Source: an optimization exercise on an open RTL-to-GDS flow (aim: small area, a short achievable clock period and few clock cycles per item). Production flows keep margins and buffers that such runs may drop.
The RTL was checked by simulation tests, not by an equivalence proof against the original design.
Power and IR drop assume default switching activity.

File: flow/config.mk
export PLATFORM = sky130hd
export DESIGN_NAME = ascii_integer_field_parser
export DESIGN_NICKNAME = ascii_integer_field_parser
export VERILOG_FILES = /design/flow/design.v
export SDC_FILE = /design/flow/constraint.sdc
export NUM_CORES = 4
export LEC_CHECK = 0
export CAP_MARGIN = 20
export CORE_MARGIN = 2
export CORE_UTILIZATION = 60
export CTS_BUF_LIST = sky130_fd_sc_hd__clkbuf_4 sky130_fd_sc_hd__clkbuf_8
export SETUP_SLACK_MARGIN = 2.5
export SLEW_MARGIN = 20
export TNS_END_PERCENT = 0
File: flow/constraint.sdc
create_clock -name core_clock -period 6.5 [get_ports {clk_i}]
set_input_delay 1.3000 -clock core_clock [delete_from_list [all_inputs] [get_ports {clk_i}]]
set_output_delay 1.3000 -clock core_clock [all_outputs]
set_load 0.01 [all_outputs]
File: flow/design.v
package afp_pkg;
  localparam int unsigned VALUE_BITS = 64;
  localparam logic [1:0] OP_CHAR       = 2'd0;
  localparam logic [1:0] OP_NEW_FIELD  = 2'd1;
  localparam logic [1:0] OP_NEW_STRING = 2'd2;
  localparam logic [1:0] OP_NOP        = 2'd3;
  localparam logic [1:0] ST_BUSY    = 2'd0;
  localparam logic [1:0] ST_MATCHED = 2'd1;
  localparam logic [1:0] ST_NOMATCH = 2'd2;
  localparam logic [1:0] ST_EOS     = 2'd3;
  localparam logic [1:0] MODE_DEC  = 2'd0;
  localparam logic [1:0] MODE_OCT  = 2'd1;
  localparam logic [1:0] MODE_HEX  = 2'd2;
  localparam logic [1:0] MODE_AUTO = 2'd3;
  localparam logic REG_RADIX_MODE = 1'b0;
  localparam logic REG_MAX_WIDTH  = 1'b1;
  typedef struct packed {
    logic [1:0] op;
    logic [7:0] ch;
  } in_item_t;
  typedef struct packed {
    logic [1:0] op;
    logic       ws;      
    logic       minus;
    logic       nul;
    logic       x;       
    logic       zero;    
    logic       dec;     
    logic       oct;     
    logic       hex;     
  } cls_item_t;
  typedef struct packed {
    cls_item_t  cls;
    logic [3:0] dv;      
  } dec_item_t;
  typedef struct packed {
    logic               consumed;
    logic               done_res;
    logic [1:0]         status;
    logic signed [63:0] value;
    logic [15:0]        char_count;
  } out_item_t;
  typedef struct packed {
    logic [1:0] radix_mode;
    logic [7:0] max_width;
  } cfg_t;
endpackage
module afp_cfg (
  input  logic          clk_i,
  input  logic          rst_ni,
  input  logic          psel,
  input  logic          penable,
  input  logic          pwrite,
  input  logic [2:0]    paddr,
  input  logic [31:0]   pwdata,
  output logic [31:0]   prdata,
  output logic          pready,
  output afp_pkg::cfg_t cfg_o
);
  logic [1:0] radix_mode_q;
  logic [7:0] max_width_q;
  logic       wr_en;
  assign pready = 1'b1;
  assign wr_en  = psel && penable && pwrite;
  always_ff @(posedge clk_i or negedge rst_ni) begin
    if (!rst_ni) begin
      radix_mode_q <= afp_pkg::MODE_DEC;
      max_width_q  <= 8'd0;
    end else if (wr_en) begin
      if (paddr[2] == afp_pkg::REG_RADIX_MODE) radix_mode_q <= pwdata[1:0];
      else                                     max_width_q  <= pwdata[7:0];
    end
  end
  assign prdata = paddr[2] ? {24'd0, max_width_q} : {30'd0, radix_mode_q};
  assign cfg_o.radix_mode = radix_mode_q;
  assign cfg_o.max_width  = max_width_q;
endmodule
module afp_dec (
  input  afp_pkg::in_item_t  item_i,
  output afp_pkg::dec_item_t dec_o
);
  logic [7:0] ch;
  logic       is_dec, is_lc, is_uc;
  assign ch     = item_i.ch;
  assign is_dec = (ch[7:4] == 4'h3) && (ch[3:0] <= 4'd9);
  assign is_lc  = (ch[7:3] == 5'b01100) && (ch[2:0] != 3'd0) && (ch[2:0] != 3'd7);
  assign is_uc  = (ch[7:3] == 5'b01000) && (ch[2:0] != 3'd0) && (ch[2:0] != 3'd7);
  assign dec_o.cls.op    = item_i.op;
  assign dec_o.cls.ws    = (ch == 8'h20) || (ch == 8'h09) || (ch == 8'h0A);
  assign dec_o.cls.minus = (ch == 8'h2D);
  assign dec_o.cls.nul   = (ch == 8'h00);
  assign dec_o.cls.x     = (ch == 8'h78) || (ch == 8'h58);
  assign dec_o.cls.zero  = (ch == 8'h30);
  assign dec_o.cls.dec   = is_dec;
  assign dec_o.cls.oct   = (ch[7:3] == 5'b00110);
  assign dec_o.cls.hex   = is_dec || is_lc || is_uc;
  assign dec_o.dv        = is_dec ? ch[3:0] : {1'b1, ch[2:0] + 3'd1};
endmodule
module afp_core (
  input  logic               clk_i,
  input  logic               rst_ni,
  input  logic               advance_i,
  input  logic               load_i,     
  input  afp_pkg::dec_item_t next_i,
  input  afp_pkg::cls_item_t item_i,
  input  afp_pkg::cfg_t      cfg_i,
  output afp_pkg::out_item_t res_o
);
  localparam logic [2:0] PH_SKIP   = 3'b000;
  localparam logic [2:0] PH_SIGNED = 3'b001;
  localparam logic [2:0] PH_ZERO   = 3'b010;
  localparam logic [2:0] PH_DIGITS = 3'b011;
  localparam logic [2:0] PH_IDLE   = 3'b100;
  logic [2:0]  phase_q, phase_d;
  logic [63:0] w_q, w_d;
  logic        neg_q, neg_d;
  logic        r16_q, r16_d;      
  logic        r8_q, r8_d;        
  logic        r10_q, r10_d;      
  logic        auto_q, auto_d;    
  logic        lim_q, lim_d;      
  logic [7:0]  left_q, left_d;
  logic [15:0] count_q, count_d;
  logic        cons_q, cons_d;
  logic        done_q, done_d;
  logic [1:0] op;
  logic       is_zero;
  assign op      = item_i.op;
  assign is_zero = item_i.zero;
  logic dig_ok;
  assign dig_ok = (r16_q ? item_i.hex : r8_q ? item_i.oct : item_i.dec) &&
                  (!lim_q || (left_q != 8'd0));
  logic        neg_n, r16_n, r8_n;
  logic [3:0]  dvn;
  logic [4:0]  e, e_n;
  logic [63:0] opa, opb, opc, csa_s, csa_c;
  assign neg_n = advance_i ? neg_d : neg_q;
  assign r16_n = advance_i ? r16_d : r16_q;
  assign r8_n  = advance_i ? r8_d  : r8_q;
  assign dvn   = next_i.dv;
  always_comb begin
    if (!neg_n)     e_n = {1'b0, dvn};
    else if (r16_n) e_n = {1'b0, dvn} + 5'd15;
    else if (r8_n)  e_n = {1'b0, dvn} + 5'd7;
    else            e_n = {1'b0, dvn} + 5'd9;
  end
  always_ff @(posedge clk_i) begin
    if (load_i) e <= e_n;
  end
  assign opa   = {w_q[60:0], 3'b0};
  assign opb   = ({64{r16_q}} & {w_q[60:0], 3'b0}) |
                 ({64{r10_q}} & {w_q[62:0], 1'b0});
  assign opc   = {59'd0, e};
  assign csa_s = opa ^ opb ^ opc;
  assign csa_c = {(opa[62:0] & opb[62:0]) | (opa[62:0] & opc[62:0]) |
                  (opb[62:0] & opc[62:0]), 1'b0};
  logic [63:0] step;
  afp_add64 u_add (
    .a_i (csa_s),
    .b_i (csa_c),
    .s_o (step)
  );
  logic is_char, start, ph_pre, ph_open;
  assign is_char = (op == afp_pkg::OP_CHAR);
  assign start   = (op == afp_pkg::OP_NEW_FIELD) || (op == afp_pkg::OP_NEW_STRING);
  assign ph_pre  = (phase_q == PH_SKIP) || (phase_q == PH_SIGNED);
  assign ph_open = !phase_q[2];
  logic took, take_dig, take_minus;
  always_comb begin
    phase_d    = phase_q;
    neg_d      = neg_q;
    r16_d      = r16_q;
    r8_d       = r8_q;
    r10_d      = r10_q;
    auto_d     = auto_q;
    lim_d      = lim_q;
    left_d     = left_q;
    took       = 1'b0;
    take_dig   = 1'b0;
    take_minus = 1'b0;
    if (start) begin
      phase_d = PH_SKIP;
      neg_d   = 1'b0;
      r16_d   = (cfg_i.radix_mode == afp_pkg::MODE_HEX);
      r8_d    = (cfg_i.radix_mode == afp_pkg::MODE_OCT);
      r10_d   = (cfg_i.radix_mode == afp_pkg::MODE_DEC) ||
                (cfg_i.radix_mode == afp_pkg::MODE_AUTO);
      auto_d  = (cfg_i.radix_mode == afp_pkg::MODE_AUTO);
      lim_d   = (cfg_i.max_width != 8'd0);
      left_d  = cfg_i.max_width;
    end else if (is_char && ph_open) begin
      if (phase_q == PH_SKIP && item_i.ws) begin
        took = 1'b1;
      end else if (phase_q == PH_SKIP && item_i.minus) begin
        neg_d      = 1'b1;
        phase_d    = PH_SIGNED;
        took       = 1'b1;
        take_minus = 1'b1;
      end else if (ph_pre && item_i.nul) begin
        phase_d = {1'b1, afp_pkg::ST_EOS};
      end else if (ph_pre && is_zero && (r16_q || auto_q)) begin
        if (auto_q) begin
          r8_d  = 1'b1;
          r10_d = 1'b0;
        end
        phase_d = PH_ZERO;
        took    = 1'b1;
      end else if (phase_q == PH_ZERO && item_i.x) begin
        r16_d   = 1'b1;
        r8_d    = 1'b0;
        r10_d   = 1'b0;
        phase_d = PH_DIGITS;
        took    = 1'b1;
      end else if (dig_ok) begin
        if (lim_q) left_d = left_q - 8'd1;
        phase_d  = PH_DIGITS;
        took     = 1'b1;
        take_dig = 1'b1;
      end else begin
        phase_d = {1'b1, phase_q[1] ? afp_pkg::ST_MATCHED : afp_pkg::ST_NOMATCH};
      end
    end
  end
  logic ld_dig;
  assign ld_dig = advance_i && take_dig;
  assign w_d    = ld_dig ? step : (advance_i && start) ? 64'd0 :
                  (advance_i && take_minus) ? '1 : w_q;
  always_comb begin
    count_d = count_q;
    if (op == afp_pkg::OP_NEW_STRING)     count_d = 16'd0;
    else if (took && count_q != 16'hFFFF) count_d = count_q + 16'd1;
  end
  assign cons_d = took;
  assign done_d = is_char && phase_d[2] && (phase_d[1:0] != 2'd0);
  always_ff @(posedge clk_i or negedge rst_ni) begin
    if (!rst_ni) begin
      phase_q <= PH_IDLE;
      neg_q   <= 1'b0;
      count_q <= 16'd0;
    end else if (advance_i) begin
      phase_q <= phase_d;
      neg_q   <= neg_d;
      count_q <= count_d;
    end
  end
  always_ff @(posedge clk_i or negedge rst_ni) begin
    if (!rst_ni) w_q <= 64'd0;
    else         w_q <= w_d;
  end
  always_ff @(posedge clk_i) begin
    if (advance_i) begin
      r16_q  <= r16_d;
      r8_q   <= r8_d;
      r10_q  <= r10_d;
      auto_q <= auto_d;
      lim_q  <= lim_d;
      left_q <= left_d;
      cons_q <= cons_d;
      done_q <= done_d;
    end
  end
  assign res_o.consumed   = cons_q;
  assign res_o.done_res   = done_q;
  assign res_o.status     = done_q ? phase_q[1:0] : afp_pkg::ST_BUSY;
  assign res_o.value      = w_q ^ {64{neg_q}};
  assign res_o.char_count = count_q;
endmodule
module afp_add64 (
  input  logic [63:0] a_i,
  input  logic [63:0] b_i,
  output logic [63:0] s_o
);
  logic [6:0][63:0] g, p;
  always_comb begin
    g[0] = a_i & b_i;
    p[0] = a_i ^ b_i;
    for (int l = 0; l < 6; l++) begin
      for (int i = 0; i < 64; i++) begin
        if (i[l]) begin
          g[l+1][i] = g[l][i] | (p[l][i] & g[l][((i >> l) << l) - 1]);
          p[l+1][i] = p[l][i] & p[l][((i >> l) << l) - 1];
        end else begin
          g[l+1][i] = g[l][i];
          p[l+1][i] = p[l][i];
        end
      end
    end
  end
  assign s_o = p[0] ^ {g[6][62:0], 1'b0};
endmodule
module ascii_integer_field_parser (
  input  logic               clk_i,
  input  logic               rst_ni,
  input  logic               in_valid_i,
  output logic               in_ready_o,
  input  logic [9:0]         in_data_i,
  output logic               out_valid_o,
  input  logic               out_ready_i,
  output logic [83:0]        out_data_o,
  input  logic               psel,
  input  logic               penable,
  input  logic               pwrite,
  input  logic [2:0]         paddr,
  input  logic [31:0]        pwdata,
  output logic [31:0]        prdata,
  output logic               pready
);
  afp_pkg::cfg_t     cfg;
  afp_pkg::dec_item_t in_dec;
  afp_pkg::cls_item_t in_data_q;
  logic              in_valid_q;
  logic              out_valid_q;
  logic              advance;
  afp_cfg u_cfg (
    .clk_i   (clk_i),
    .rst_ni  (rst_ni),
    .psel    (psel),
    .penable (penable),
    .pwrite  (pwrite),
    .paddr   (paddr),
    .pwdata  (pwdata),
    .prdata  (prdata),
    .pready  (pready),
    .cfg_o   (cfg)
  );
  assign advance    = in_valid_q && (!out_valid_q || out_ready_i);
  assign in_ready_o = !in_valid_q || advance;
  afp_core u_core (
    .clk_i     (clk_i),
    .rst_ni    (rst_ni),
    .advance_i (advance),
    .load_i    (in_ready_o),
    .next_i    (in_dec),
    .item_i    (in_data_q),
    .cfg_i     (cfg),
    .res_o     (out_data_o)
  );
  always_ff @(posedge clk_i or negedge rst_ni) begin
    if (!rst_ni) begin
      in_valid_q  <= 1'b0;
      out_valid_q <= 1'b0;
    end else begin
      if (in_ready_o) in_valid_q <= in_valid_i;
      if (advance) out_valid_q <= 1'b1;
      else if (out_ready_i) out_valid_q <= 1'b0;
    end
  end
  afp_dec u_dec (
    .item_i (in_data_i),
    .dec_o  (in_dec)
  );
  always_ff @(posedge clk_i) begin
    if (in_ready_o) in_data_q <= in_dec.cls;
  end
  assign out_valid_o = out_valid_q;
endmodule
File: flow/flow/run.sh
#!/bin/bash
# The standard layout, with the port buffers that buffer_ports inserts
# made of the smallest buffer (buf_1) instead of its default delay buffer;
# the sizing steps still resize them as timing needs. All of make's output
# goes to standard.log, each ORFS step's to its own log under orfs/logs/.
set -euo pipefail
bash standard.sh "BUFFER_PORTS_ARGS=-buffer_cell sky130_fd_sc_hd__buf_1" finish > standard.log 2>&1
File: flow/standard.sh
#!/bin/bash
# synth_recipe.tcl (not shown) runs the flow's synth.tcl, then flattens the netlist and writes it again
# the make line also repeats each setting of config.mk as NAME=value (left out here)
make -C /OpenROAD-flow-scripts/flow DESIGN_CONFIG=/design/flow/config.mk WORK_HOME=/design/flow/orfs CLKGATE_MAP_FILE= SYNTH_SCRIPT=/design/flow/synth_recipe.tcl "${@:-finish}"
==> summary.txt <==
-- registers in the layout, indices dropped and copies added (netlist names) --
register / flops
in_data_q: 10
u_core.r8_q: 1
u_core.left_q: 8
u_core.lim_q: 1
u_cfg.radix_mode_q: 2
u_core.r10_q: 1
u_core.count_q: 16
u_core.auto_q: 1
out_valid_q: 1
in_valid_q: 1
u_core.phase_q: 3
u_core.cons_q: 1
u_core.w_q: 64
u_core.neg_q: 1
u_cfg.max_width_q: 8
u_core.r16_q: 1
u_core.e: 5
u_core.done_q: 1
-- timing repair --
| item | CTS | global route |
|---|---|---|
| endpoints found under the setup margin | 44 | 24 |
| pin swaps | 4 | 7 |
| buffers inserted | 6 | 2 |
| endpoints found under the hold margin | 0 | 0 |
| gates resized for setup | 8 | 6 |
-- power by group --
part	internal, W	leakage, nW	switching [W]
combinational	0.000386	3.97	0.000522
clock	0.000344	0.188	0.000346
sequential	0.000909	1.59	0.000135
-- metal layers --
layer / vias up / routed length, µm / track usage (%)
met5: - / 0 / 0
met4: 0 / 420 / 7.58
met3: 29 / 920 / 3.77
met2: 179 / 11100 / 43.3
met1: 4100 / 11100 / 36.5
li1: 4227 / - / -
-- stage by stage --
stage | std cells | setup slack [ns] | hold slack (ns)
floorplan | 1138 | 2.51 | 0.471
global placement | 1413 | 1.87 | 0.484
detailed placement | 1413 | 1.80 | 0.502
CTS | 1451 | 2.52 | 0.512
global route | 1453 | 2.40 | 0.553
finish | 1453 | 2.59 | 0.509
-- how the worst max path moves through the flow --
stage,end,depth (start not counted),slack [ns],start
CTS,u_core.w_q[55],14,2.52,u_core.r10_q
floorplan,u_core.w_q[55],15,2.51,u_core.r10_q
finish,u_core.w_q[55],15,2.59,u_core.r10_q
global route,u_core.w_q[59],15,2.40,u_core.r10_q
detailed placement,u_core.w_q[55],14,1.80,u_core.r10_q
global placement,u_core.w_q[55],14,1.87,u_core.r10_q
-- cells by family after synthesis --
kind of cell               after synthesis  synth area share, %
buffers and inverters                  112                 4.98
AOI/OAI and AO/OA                      340                 21.3
muxes                                   16                 1.70
DFF                                    126                 31.3
other                                    2               0.0717
and+or+nand+nor                        239                 11.6
adders and majority gates              143                 17.6
xor gates and xnor gates               137                 11.4
-- cell usage in the layout, fill, tap and decap left out, types with 4 or more instances in the layout --
cell type | netlist | layout
sky130_fd_sc_hd__nor2b_1 | 7 | 7
sky130_fd_sc_hd__nand2b_1 | 15 | 15
sky130_fd_sc_hd__o31ai_1 | 7 | 7
sky130_fd_sc_hd__nand2_1 | 56 | 56
sky130_fd_sc_hd__xor2_1 | 98 | 98
sky130_fd_sc_hd__buf_4 | 27 | 10
sky130_fd_sc_hd__conb_1 | 2 | 25
sky130_fd_sc_hd__inv_1 | 35 | 35
sky130_fd_sc_hd__o21ai_0 | 144 | 140
sky130_fd_sc_hd__and4_1 | 5 | 5
sky130_fd_sc_hd__nand4_1 | 10 | 10
sky130_fd_sc_hd__nor4_1 | 5 | 5
sky130_fd_sc_hd__a211oi_1 | 8 | 7
sky130_fd_sc_hd__xnor2_1 | 39 | 39
sky130_fd_sc_hd__a211o_1 | 4 | 4
sky130_fd_sc_hd__o21bai_1 | 9 | 9
sky130_fd_sc_hd__mux2_2 | 14 | 14
sky130_fd_sc_hd__o21ai_1 | 5 | 7
sky130_fd_sc_hd__buf_6 | 0 | 4
sky130_fd_sc_hd__fa_1 | 7 | 6
sky130_fd_sc_hd__ha_1 | 136 | 136
sky130_fd_sc_hd__nor2_1 | 60 | 60
sky130_fd_sc_hd__nand3_1 | 14 | 14
sky130_fd_sc_hd__and2_1 | 13 | 13
sky130_fd_sc_hd__clkinv_2 | 0 | 4
sky130_fd_sc_hd__a22o_1 | 60 | 60
sky130_fd_sc_hd__edfxtp_1 | 28 | 28
sky130_fd_sc_hd__clkinvlp_4 | 0 | 4
sky130_fd_sc_hd__a21oi_2 | 3 | 4
sky130_fd_sc_hd__nor3_1 | 18 | 18
sky130_fd_sc_hd__clkbuf_8 | 0 | 17
sky130_fd_sc_hd__a21o_1 | 9 | 9
sky130_fd_sc_hd__a31oi_1 | 11 | 10
sky130_fd_sc_hd__a21oi_1 | 43 | 42
sky130_fd_sc_hd__and3_1 | 15 | 13
sky130_fd_sc_hd__o211ai_1 | 4 | 4
sky130_fd_sc_hd__o21a_1 | 5 | 5
sky130_fd_sc_hd__buf_1 | 3 | 118
sky130_fd_sc_hd__dfrtp_1 | 95 | 93
-- synth_stat cells (13+ instances only) --
library cell | instances | share of area [%]
sky130_fd_sc_hd__o21ai_0 | 144 | 6.9
sky130_fd_sc_hd__ha_1 | 136 | 16
sky130_fd_sc_hd__xor2_1 | 98 | 8.2
sky130_fd_sc_hd__dfrtp_1 | 95 | 23
sky130_fd_sc_hd__a22o_1 | 60 | 5.0
sky130_fd_sc_hd__nor2_1 | 60 | 2.1
sky130_fd_sc_hd__nand2_1 | 56 | 2.0
sky130_fd_sc_hd__clkbuf_1 | 46 | 1.6
sky130_fd_sc_hd__a21oi_1 | 43 | 2.1
sky130_fd_sc_hd__xnor2_1 | 39 | 3.3
sky130_fd_sc_hd__inv_1 | 35 | 1.3
sky130_fd_sc_hd__edfxtp_1 | 28 | 8.0
sky130_fd_sc_hd__buf_4 | 27 | 1.9
sky130_fd_sc_hd__nor3_1 | 18 | 0.86
sky130_fd_sc_hd__and3_1 | 15 | 0.90
sky130_fd_sc_hd__nand2b_1 | 15 | 0.90
sky130_fd_sc_hd__mux2_2 | 14 | 1.5
sky130_fd_sc_hd__nand3_1 | 14 | 0.67
sky130_fd_sc_hd__and2_1 | 13 | 0.78
-- layout make-up --
type,instances,area [µm²]
Inverter,36,135
Tap cell,225,282
Multi-Input combinational cell,900,6810
Fill cell,1506,5680
Timing Repair Buffer,134,598
Sequential cell,126,3290
Clock buffer,18,241
Clock inverter,14,145
-- worst max-delay path: cells and delay by family, from the launching register on --
kind | cells | cell delay (ns)
AOI/OAI and AO/OA | 8 | 1.80
adders and majority gates | 3 | 0.89
DFF | 1 | 0.46
and+or+nand+nor | 2 | 0.27
buffers and inverters | 1 | 0.19
xor gates and xnor gates | 1 | 0.19
==> summary.txt <==
----------------------------------------------------
[STA]
  Total Negative Setup Slacks ... 0 ns
  Final setup violation count ... 0
  Max-slew violations ... 0
  Slew @ Worst Pin ... 1.06 ns
  Worst slew margin relative to its limit ... between 20 and 30%
  Fin crit share ... around three fifths
  Layout Skew ... 0.0200 ns
  Setup repair after global routing missed its margin ... true
  Final Hold Violating Endpoints ... 0
  Clock period minus final worst setup slack ... 3.91 ns
  Highest achievable clock rate ... 0.256 GHz

[Detailed routing]
  Antenna-violating nets left ... 0
  Routed via count ... 8535
  Total Wirelength ... 23600 µm
  Routed wire length per instance ... 16.2 µm
  Number of optimization iterations in the first detailed-route pass ... 4
  Detail-routed via count per cell ... 5.87
  Count of routing violations after the opening detailed-route iteration ... 333
  Remaining design rule violation count ... 0

[Clock network]
  Number of clock buffers inserted by TritonCTS ... 17
  Clock tree from TritonCTS ... yes
  Clock-pin transition on the worst setup and hold timing paths ... 0.08 ns
  Clock sink total ... about 130
  Cell at the root of the clock tree ... sky130_fd_sc_hd__clkbuf_8
  Maximum count of clock buffers along a single path ... 2
  Clk Latency, worst-skew pair ... between 0.4 and 0.5 ns
  CTS HTree Levels ... 4
  Cts-stage hold buffer count ... 0

[Layout]
  Synth-to-layout area growth ... 9.72%
  Share of final-layout standard cells stronger than drive strength 1 ... 7.49%
  Total inserted antenna cells ... 0
  Layout Utilization ... between 60% and 70%
  Cell area after layout ... 11500 µm²
  Layout Nets ... 1410

[Place]
  Number of buffers added on ports ... 119
  Weighted congestion reported at the end of routability-driven placement ... 0.850
  Cell area after placement ... 11000 µm²
  Hpwl dp ... around 16000 µm

[Yosys]
  Count of different cell masters after synthesis ... 73
  Avg Cell Area, Syn ... 9.40 µm²
  Yosys warning count ... 4
  Top_reg_cell synth ... sky130_fd_sc_hd__dfrtp_1
  Number of instances in the synthesized netlist ... between 1k and 1.5k
  Async set-reset flop share out of synthesis ... 76.2%
  Sequential-to-total area share from yosys stat ... between 30% and 40%
  EDFF count, synth ... 28
  Netlist area before placement ... 10500 µm²
  Seq cells post-synth ... 126

[Min path]
  Worst hold path startpoint ... in_valid_q
  Worst Hold Path Cells ... 1
  Worst Hold Class ... reg -> reg
  Worst Hold Endpoint ... out_valid_q

[Pwr]
  Power per cell area ... 230 nW/µm²
  Leakage dissipation ... roughly 5.7 nW
  Worst vdd rail ir drop ... 166 µV
  Power Total ... 0.00264 W

[Floorplanning]
  Die outline width ... ~140 µm
  Die Ht ... 136 µm
  Initial core utilization ... 61.0%
  Placement row count ... 48
  Number of top-level design ports ... 171
  Die area ... 18500 µm²
  Core footprint ... ~17000 µm²

[Setup path]
  Length in cells of the worst reg-to-reg path ... 15
  Critical path cell sequence ... buf_6 -> and2_1 -> ha_1 -> ha_1 -> fa_2 -> a211oi_4 -> o21ai_2 -> a211oi_2 -> nor3_2 -> o21ai_2 -> a21oi_2 -> a211o_1 -> a221oi_2 -> xor2_1 -> o21ai_1
  Slowest library cell on the worst path ... sky130_fd_sc_hd__edfxtp_1
  Reg-to-reg startpoint ... u_core.r10_q
  Arrival time of the worst setup path ... 4.24 ns
  Startpoint class of the critical path ... flip-flop
  Destination of the worst register-to-register timing path ... u_core.w_q[55]
  Critical path peak fanout ... 11
  Worst stage delay on the critical path ... between 0.4 and 0.5 ns
  Flop-to-flop setup slack ... 2.59 ns
  Nature of the critical path endpoint ... flip-flop
  Required @ worst endpoint ... 6.83 ns
  WS Path Type ... reg -> reg

[Global route]
  Initial antenna violation count ... 0
  All-Layer GR Usage ... a little over a quarter
  Global-route wire length before repair ... between 30000 and 40000 µm
  Maximum number of pins on one net before global-route repair ... 66
  Final global-route overflow total ... 0
  Via count of the first global-routing pass ... just over 8k

[Job]
  Max Cap Viol ... 0

[Outcome]
  Result of the run ... finished clean

----------------------------------------------------
Testbench counts, summed over its fixed seeds: cycles 20,385, items 20,305.

what the ideal ports hide:
The flow's constraints put no driver on any port. The routed layout listed below was extracted and timed again, unchanged, in two steps. Step 1 assumes that a clkbuf_16 drives the clock port and a buf_2 every other input. Step 2 times the ports against the registers' clock, not the clock port: input delays grow and output delays shrink by t, the midpoint of the rising clock arrivals with the driver on. Slacks: no drivers / after step 1 / after step 2; pairs: no drivers / after step 1.
shift t [ns]: 0.482
slack for setup (ns): 2.590 / 2.590 / 2.267
worst setup path after step 2: input to register
worst register clock-pin slew, ns: 0.09 / 0.09
worst slew at a driven data input, ns: 0.04
After both steps this run still meets setup and hold. For this run, drivers alone change the setup slack by 0.000 ns; drivers and shift together by -0.323 ns.
